This is an optimization exercise on Yosys and OpenROAD, whose aim is small area and few clock cycles per item, not a production implementation.
Function was checked by simulation only, so behaviour that the tests miss may differ from the original.

==> design/flow/design.v <==
package cplx_pkg;
  localparam int CPLX_WIDTH      = 16;
  localparam int CPLX_NREQ       = 4;
  localparam int CPLX_FIFO_DEPTH = 4;
  localparam int CPLX_ID_W       = $clog2(CPLX_NREQ);
  localparam int CPLX_RW         = 2*CPLX_WIDTH + 1;
  typedef enum logic {
    CPLX_ADD = 1'b0,
    CPLX_MUL = 1'b1
  } cplx_op_e;
  typedef struct packed {
    logic signed [CPLX_WIDTH-1:0] re;
    logic signed [CPLX_WIDTH-1:0] im;
  } cplx_opnd_t;
  typedef struct packed {
    logic [CPLX_ID_W-1:0]      id;
    cplx_op_e                  op;
    logic signed [CPLX_RW-1:0] re;
    logic signed [CPLX_RW-1:0] im;
  } cplx_res_t;
endpackage
module cplx_alu_core
#(
  parameter int WIDTH = cplx_pkg::CPLX_WIDTH,
  parameter int IDW   = cplx_pkg::CPLX_ID_W
) (
  input  logic                    clk,
  input  logic                    rst_n,
  input  logic                    in_valid,
  input  logic [IDW-1:0]          in_id,
  input  cplx_pkg::cplx_op_e                in_op,
  input  logic signed [WIDTH-1:0] in_a_re,
  input  logic signed [WIDTH-1:0] in_a_im,
  input  logic signed [WIDTH-1:0] in_b_re,
  input  logic signed [WIDTH-1:0] in_b_im,
  output logic                    out_valid,
  output logic [IDW-1:0]          out_id,
  output cplx_pkg::cplx_op_e                out_op,
  output logic signed [2*WIDTH:0] out_re,
  output logic signed [2*WIDTH:0] out_im
);
  localparam int RW = 2*WIDTH + 1;
  logic                    s1_valid_q, s1_valid_d;
  logic [IDW-1:0]          s1_id_q, s1_id_d;
  cplx_pkg::cplx_op_e                s1_op_q, s1_op_d;
  logic signed [WIDTH-1:0] s1_a_re_q, s1_a_re_d, s1_a_im_q, s1_a_im_d;
  logic signed [WIDTH-1:0] s1_b_re_q, s1_b_re_d, s1_b_im_q, s1_b_im_d;
  logic                    s2_valid_q, s2_valid_d;
  logic [IDW-1:0]          s2_id_q, s2_id_d;
  cplx_pkg::cplx_op_e                s2_op_q, s2_op_d;
  logic signed [RW-1:0]    s2_re_q, s2_re_d, s2_im_q, s2_im_d;
  logic signed [RW-1:0]    ar, ai, br, bi;
  always_comb begin
    s1_valid_d = in_valid;
    s1_id_d    = s1_id_q;
    s1_op_d    = s1_op_q;
    s1_a_re_d  = s1_a_re_q;
    s1_a_im_d  = s1_a_im_q;
    s1_b_re_d  = s1_b_re_q;
    s1_b_im_d  = s1_b_im_q;
    if (in_valid) begin
      s1_id_d   = in_id;
      s1_op_d   = in_op;
      s1_a_re_d = in_a_re;
      s1_a_im_d = in_a_im;
      s1_b_re_d = in_b_re;
      s1_b_im_d = in_b_im;
    end
    ar = {{(RW-WIDTH){s1_a_re_q[WIDTH-1]}}, s1_a_re_q};
    ai = {{(RW-WIDTH){s1_a_im_q[WIDTH-1]}}, s1_a_im_q};
    br = {{(RW-WIDTH){s1_b_re_q[WIDTH-1]}}, s1_b_re_q};
    bi = {{(RW-WIDTH){s1_b_im_q[WIDTH-1]}}, s1_b_im_q};
    s2_valid_d = s1_valid_q;
    s2_id_d    = s2_id_q;
    s2_op_d    = s2_op_q;
    s2_re_d    = s2_re_q;
    s2_im_d    = s2_im_q;
    if (s1_valid_q) begin
      s2_id_d = s1_id_q;
      s2_op_d = s1_op_q;
      if (s1_op_q == cplx_pkg::CPLX_MUL) begin
        s2_re_d = ar * br - ai * bi;
        s2_im_d = ar * bi + ai * br;
      end else begin
        s2_re_d = ar + br;
        s2_im_d = ai + bi;
      end
    end
  end
  always_ff @(posedge clk or negedge rst_n) begin
    if (!rst_n) begin
      s1_valid_q <= 1'b0;
      s1_id_q    <= '0;
      s1_op_q    <= cplx_pkg::CPLX_ADD;
      s1_a_re_q  <= '0;
      s1_a_im_q  <= '0;
      s1_b_re_q  <= '0;
      s1_b_im_q  <= '0;
      s2_valid_q <= 1'b0;
      s2_id_q    <= '0;
      s2_op_q    <= cplx_pkg::CPLX_ADD;
      s2_re_q    <= '0;
      s2_im_q    <= '0;
    end else begin
      s1_valid_q <= s1_valid_d;
      s1_id_q    <= s1_id_d;
      s1_op_q    <= s1_op_d;
      s1_a_re_q  <= s1_a_re_d;
      s1_a_im_q  <= s1_a_im_d;
      s1_b_re_q  <= s1_b_re_d;
      s1_b_im_q  <= s1_b_im_d;
      s2_valid_q <= s2_valid_d;
      s2_id_q    <= s2_id_d;
      s2_op_q    <= s2_op_d;
      s2_re_q    <= s2_re_d;
      s2_im_q    <= s2_im_d;
    end
  end
  assign out_valid = s2_valid_q;
  assign out_id    = s2_id_q;
  assign out_op    = s2_op_q;
  assign out_re    = s2_re_q;
  assign out_im    = s2_im_q;
endmodule
module cplx_alu_sched
#(
  parameter int WIDTH      = cplx_pkg::CPLX_WIDTH,
  parameter int NREQ       = cplx_pkg::CPLX_NREQ,
  parameter int FIFO_DEPTH = cplx_pkg::CPLX_FIFO_DEPTH
) (
  input  logic                              clk,
  input  logic                              rst_n,
  input  logic [NREQ-1:0]                   req_valid,
  output logic [NREQ-1:0]                   req_ready,
  input  logic [NREQ-1:0]                   req_op,
  input  logic [NREQ-1:0][WIDTH-1:0]        req_a_re,
  input  logic [NREQ-1:0][WIDTH-1:0]        req_a_im,
  input  logic [NREQ-1:0][WIDTH-1:0]        req_b_re,
  input  logic [NREQ-1:0][WIDTH-1:0]        req_b_im,
  output logic                              rsp_valid,
  input  logic                              rsp_ready,
  output logic [$clog2(NREQ)-1:0]           rsp_id,
  output logic                              rsp_op,
  output logic signed [2*WIDTH:0]           rsp_re,
  output logic signed [2*WIDTH:0]           rsp_im,
  output logic                              busy
);
  localparam int IDW = $clog2(NREQ);
  localparam int RW  = 2*WIDTH + 1;
  localparam int AW  = $clog2(FIFO_DEPTH);
  localparam int CW  = $clog2(FIFO_DEPTH + 1);
  localparam logic [CW-1:0] DEPTH_C = CW'(FIFO_DEPTH);
  localparam int EW  = IDW + 1 + 2*RW;
  logic [IDW-1:0] ptr_q, ptr_d;
  logic [CW-1:0]  cnt_q, cnt_d;
  logic [CW-1:0]  fill_q, fill_d;
  logic [AW-1:0]  wr_ptr_q, wr_ptr_d, rd_ptr_q, rd_ptr_d;
  logic [EW-1:0]  mem_q [FIFO_DEPTH];
  logic [EW-1:0]  head;
  logic           issue_ok, gnt_found, issue, push, pop;
  logic [IDW-1:0] gnt_idx, cand_idx;
  logic                 core_valid;
  logic [IDW-1:0]       core_id;
  cplx_pkg::cplx_op_e             core_op;
  logic signed [RW-1:0] core_re, core_im;
  assign issue_ok = (cnt_q < DEPTH_C);
  always_comb begin
    gnt_found = 1'b0;
    gnt_idx   = '0;
    for (int i = 1; i <= NREQ; i++) begin
      cand_idx = IDW'((int'(ptr_q) + i) % NREQ);
      if (!gnt_found && req_valid[cand_idx]) begin
        gnt_found = 1'b1;
        gnt_idx   = cand_idx;
      end
    end
    issue     = gnt_found && issue_ok && rst_n;
    req_ready = '0;
    if (issue) req_ready[gnt_idx] = 1'b1;
    ptr_d = ptr_q;
    if (issue) ptr_d = gnt_idx;
  end
  cplx_alu_core #(
    .WIDTH (WIDTH),
    .IDW   (IDW)
  ) u_core (
    .clk       (clk),
    .rst_n     (rst_n),
    .in_valid  (issue),
    .in_id     (gnt_idx),
    .in_op     (req_op[gnt_idx]),
    .in_a_re   (req_a_re[gnt_idx]),
    .in_a_im   (req_a_im[gnt_idx]),
    .in_b_re   (req_b_re[gnt_idx]),
    .in_b_im   (req_b_im[gnt_idx]),
    .out_valid (core_valid),
    .out_id    (core_id),
    .out_op    (core_op),
    .out_re    (core_re),
    .out_im    (core_im)
  );
  always_comb begin
    push     = core_valid;
    pop      = rsp_valid & rsp_ready;
    wr_ptr_d = wr_ptr_q;
    rd_ptr_d = rd_ptr_q;
    if (push) wr_ptr_d = wr_ptr_q + AW'(1);
    if (pop) rd_ptr_d = rd_ptr_q + AW'(1);
    fill_d = fill_q + CW'(push) - CW'(pop);
    cnt_d  = cnt_q + CW'(issue) - CW'(pop);
  end
  always_ff @(posedge clk or negedge rst_n) begin
    if (!rst_n) begin
      ptr_q    <= IDW'(NREQ - 1);
      cnt_q    <= '0;
      fill_q   <= '0;
      wr_ptr_q <= '0;
      rd_ptr_q <= '0;
    end else begin
      ptr_q    <= ptr_d;
      cnt_q    <= cnt_d;
      fill_q   <= fill_d;
      wr_ptr_q <= wr_ptr_d;
      rd_ptr_q <= rd_ptr_d;
    end
  end
  always_ff @(posedge clk or negedge rst_n) begin
    if (!rst_n) begin
      for (int i = 0; i < FIFO_DEPTH; i++) mem_q[i] <= '0;
    end else if (push) begin
      mem_q[wr_ptr_q] <= {core_id, core_op, core_re, core_im};
    end
  end
  assign head      = mem_q[rd_ptr_q];
  assign rsp_valid = (fill_q != '0);
  assign rsp_id    = head[EW-1 -: IDW];
  assign rsp_op    = head[2*RW];
  assign rsp_re    = head[2*RW-1 -: RW];
  assign rsp_im    = head[RW-1:0];
  assign busy      = (cnt_q != '0);
endmodule
==> design/flow/run.sh <==
#!/bin/bash
# synth_recipe.tcl (not shown) runs the flow's synth.tcl, then flattens the netlist and writes it again
# the make line also repeats each setting of config.mk as NAME=value (left out here)
make -C /OpenROAD-flow-scripts/flow DESIGN_CONFIG=/design/flow/config.mk WORK_HOME=/design/flow/orfs CLKGATE_MAP_FILE= SYNTH_SCRIPT=/design/flow/synth_recipe.tcl finish
==> design/flow/config.mk <==
export PLATFORM = sky130hd
export DESIGN_NAME = cplx_alu_sched
export DESIGN_NICKNAME = cplx_alu_sched
export VERILOG_FILES = /design/flow/design.v
export SDC_FILE = /design/flow/constraint.sdc
export NUM_CORES = 4
export LEC_CHECK = 0
export CAP_MARGIN = 20
export CORE_MARGIN = 2
export CORE_UTILIZATION = 40
export SLEW_MARGIN = 20
==> design/flow/constraint.sdc <==
create_clock -name core_clock -period 10.0 [get_ports {clk}]
set_input_delay 2.0000 -clock core_clock [delete_from_list [all_inputs] [get_ports {clk}]]
set_output_delay 2.0000 -clock core_clock [all_outputs]
set_load 0.01 [all_outputs]
==> notes.md <==
-- per-stage QoR --
stage               cell area [um^2]  std cells  setup WS, ns
floorplan                      63500       6893          2.34
global placement               69300       9097          1.16
detailed placement             69300       9097          1.13
CTS                            71000       9189          1.01
global route                   71000       9189         0.452
finish                         71000       9192         0.667
-- worst max path at each step --
stage          slack, ns                  to  cells past startpoint            startpoint
2_1_floorplan       2.34  u_core.s2_re_q[31]                     29   u_core.s1_b_im_q[1]
3_3_place_gp        1.16  u_core.s2_re_q[31]                     25  u_core.s1_a_im_q[10]
3_5_place_dp        1.13  u_core.s2_re_q[31]                     25  u_core.s1_a_im_q[10]
4_1_cts             1.01  u_core.s2_re_q[31]                     25  u_core.s1_a_im_q[10]
5_1_grt             0.45  u_core.s2_re_q[31]                     24   u_core.s1_b_im_q[2]
6_report            0.67  u_core.s2_re_q[31]                     25  u_core.s1_a_im_q[10]
-- flip-flops by register name, summed over array words and instances, names as in the netlist --
signal and flops:
u_core.s1_b_im_q 16, u_core.s1_b_re_q 16, u_core.s1_a_im_q 16, u_core.s2_op_q 1, u_core.s2_valid_q 1, fill_q 3
u_core.s2_re_q 33, u_core.s1_id_q 2, u_core.s2_id_q 2, cnt_q 3, u_core.s1_op_q 1, wr_ptr_q 2
u_core.s1_valid_q 1, mem_q 276, ptr_q 2, rd_ptr_q 2, u_core.s1_a_re_q 16, u_core.s2_im_q 33
-- layout make-up --
cell class	instances	share of cell area, %
diodes	3	0.0106
well taps	2072	3.65
clock inverters	20	0.338
multi-input cells	4816	65.7
repair buffers	481	6.31
flip-flops and latches	426	15.0
clock buffers	72	2.03
inverters	1302	6.88
-- worst max-delay path: stages, from the launching register on --
cell	delay (ns)
dfrtp_1	0.95
buf_4	0.37
ha_1	0.45
fa_1	0.51
fa_1	0.59
fa_1	0.45
fa_1	0.46
fa_1	0.49
inv_1	0.05
fa_1	0.47
inv_1	0.04
ha_1	0.39
a21o_1	0.22
a21o_1	0.21
a221o_1	0.29
a21oi_1	0.33
o21ai_0	0.22
a211oi_2	0.33
o31ai_1	0.18
a21oi_1	0.20
xor2_1	0.84
ha_1	0.42
nand4_1	0.12
o21ai_1	0.17
mux2_2	0.35
nand3_1	0.08
-- cells by family after synthesis --
group / count (synthesis) / synth area share (%)
and+or+nand+nor: 1958 / 14.4
buffers and inverters: 1651 / 9.78
adders and majority gates: 1492 / 41.9
AOI/OAI and AO/OA: 840 / 8.74
DFF: 426 / 16.8
muxes: 326 / 5.63
xor gates and xnor gates: 200 / 2.76
-- placed cells by master (no fill, tap or decap), types with 8 or more instances in the layout --
| cell type | synthesis | final |
|---|---|---|
| o31ai_1 | 12 | 12 |
| inv_1 | 1302 | 1302 |
| a21boi_0 | 8 | 8 |
| xor2_1 | 61 | 61 |
| and2_1 | 477 | 477 |
| clkbuf_1 | 308 | 10 |
| nor2b_1 | 37 | 37 |
| clkdlybuf4s50_1 | 0 | 340 |
| nand2b_1 | 46 | 46 |
| nand3_1 | 95 | 95 |
| dfrtp_1 | 424 | 417 |
| fa_1 | 1054 | 1054 |
| o21bai_1 | 22 | 22 |
| mux2i_1 | 77 | 77 |
| nand4_1 | 9 | 9 |
| ha_1 | 438 | 434 |
| o21ai_1 | 13 | 13 |
| clkbuf_16 | 0 | 49 |
| mux2_2 | 249 | 249 |
| nor3_1 | 45 | 44 |
| a21oi_1 | 197 | 196 |
| nor2_1 | 222 | 222 |
| a21o_1 | 76 | 75 |
| or3_1 | 14 | 14 |
| o21ai_0 | 253 | 253 |
| xnor2_1 | 139 | 139 |
| o21a_1 | 35 | 35 |
| a31oi_1 | 19 | 19 |
| a31o_2 | 10 | 10 |
| nand2_1 | 967 | 963 |
| o22ai_1 | 10 | 10 |
| buf_4 | 1 | 138 |
| clkbuf_8 | 0 | 13 |
| o211ai_1 | 14 | 14 |
| and3_1 | 17 | 17 |
| a211oi_1 | 16 | 16 |
| a222oi_1 | 69 | 69 |
-- synth_stat cells (37+ instances only) --
master,instances,share of area (%)
mux2i_1,77,1.2
a21o_1,76,0.90
o21ai_0,253,2.0
nor2b_1,37,0.36
nand2b_1,46,0.45
dfrtp_1,424,17
a21oi_1,197,1.6
nand3_1,95,0.75
clkbuf_1,308,1.8
ha_1,438,8.6
and2_1,477,4.7
nor3_1,45,0.35
inv_1,1302,7.7
xor2_1,61,0.84
mux2_2,249,4.4
fa_1,1054,33
a222oi_1,69,1.1
xnor2_1,139,1.9
nand2_1,967,5.7
nor2_1,222,1.3
buf_1,38,0.22
-- metal layers --
metal  vias to the layer above  track usage, %  routed length [um]
met4                         4            7.27                6130
met1                     24400            32.7               82400
met2                      1608            38.3               87100
met5                         -               0                  24
met3                       273            6.07               16200
li1                      21900               -                   -
==> metrics.yaml <==
status:
  outcome: "no timing/DRC/antenna violations"
finish:
  fill_cells: 15300
  utilization_pct: 44.9
  multiInputGateArea_um2: 46700
  regArea_um2: 10700
  final_nets: 8835
  areaGrowthSynthToFinish_pct: 11.9
  drive_gt1_share_pct: 7.48
clock_tree:
  cts.sinks: 426
  path_clk_slew_ns: 0.06
  cts_max_path_buffers: 3
  post_cts_buffers: 0
  htreeDepth: 2
  insertion_delay_ns: 0.68
  cts.repair.resized: 0
  clock-root-buffer: "clkbuf_16"
  hold_buffers: 0
  cts_inserted_buffers: 49
  cts_tree: "yes"
yosys:
  syn_inst: 6893
  synth_async_sr_flop_share_pct: 100
  yosysWarnings: 3
  synthesis.nets: 8652
  synth.avg_cell_area_um2: 9.21
  ys_types: 85
  seq_area_frac_synth_pct: 16.8
  synth_seq_cells: 426
  syn-cell-area_um2: 63500
  synth_edf_count: 0
  synth_flop_cell: "dfrtp_1"
die:
  row_count: 146
  io_pins: 342
  start_util_pct: 40.2
  core-area_um2: 158000
  die_x_um: 402
  fp.dieH_um: 402
  die-area_um2: 162000
worst_setup_path:
  timing.rr.end: "u_core.s2_re_q[31]"
  r2r_setup_slack_ns: 0.67
  worstPathArrival_ns: 9.90
  start_kind: "flip-flop"
  r2r_cells: 25
  cp-end-kind: "flip-flop"
  criticalPathCategory: "reg2reg"
  required_ns: 10.56
  regToRegStartpoint: "u_core.s1_a_im_q[10]"
  path_max_fanout: 13
sta:
  max_clock_freq_ghz: 0.107
  holdWs_ns: 0.478
  finalSetupViolCount: 0
  skew_ns: 0.0861
  fin_setup_tns_ns: 0
  fin_crit_ns: 9.33
  hold_violations: 0
  min_period_over_period_pct: 93.3
  rsz0062_at_grt: "false"
  relSlewSlack_pct: 18.9
  worst_pin_slew_ns: 1.21
  drv_slew: 0
routing:
  drc_errors: 0
  drt_iter0_markers: 3659
  drt-wirelength-per-cell_um: 20.9
  antenna_left: 0
  via_count: 48200
  drtPass1Iterations: 7
  via_per_inst: 5.24
  drt-total-wl_mm: 192
global_route:
  grt_usage_pct: 24.2
  grt_pass1_vias: 51200
  grt_pass1_wl_mm: 300
  grt_max_degree: 87
  antenna_found_initial: 13
  gr-total-overflow: 0
min_path:
  hold_path_class: "reg2reg"
  hold_end: "mem_q[0][14]"
  min_from: "mem_q[0][14]"
  holdPathStages: 2
flow_run:
  maxCapViolCount: 0
place:
  port_buffers: 341
  gp_congestion: 0.954
  dp_hpwl_mm: 153
Testbench counts, summed over its fixed seeds: cycles 3,681, items 3,200.

[static timing again, ports no longer ideal]
The results above use ideal ports. As a check the final layout listed here was re-extracted and re-timed, cells and wires unchanged. Step 1: set_driving_cell puts a clkbuf_16 on clk and a buf_2 on each other input, an assumption about the parent block. Step 2 times the ports against the registers' clock, not the clock port: input delays grow and output delays shrink by t, the midpoint of the rising clock arrivals with the driver on. Slacks: ideal ports / drivers / drivers and shift; pairs: ideal ports / drivers.
t, ns: 0.718
setup WS [ns]: 0.667 / 0.667 / 0.667
worst setup path after step 2: register to register
slew at the worst register clock pin (ns): 0.07 / 0.07
After both steps this run still meets setup and hold. For this run, drivers alone change the setup slack by 0.000 ns; drivers and shift together by 0.000 ns.
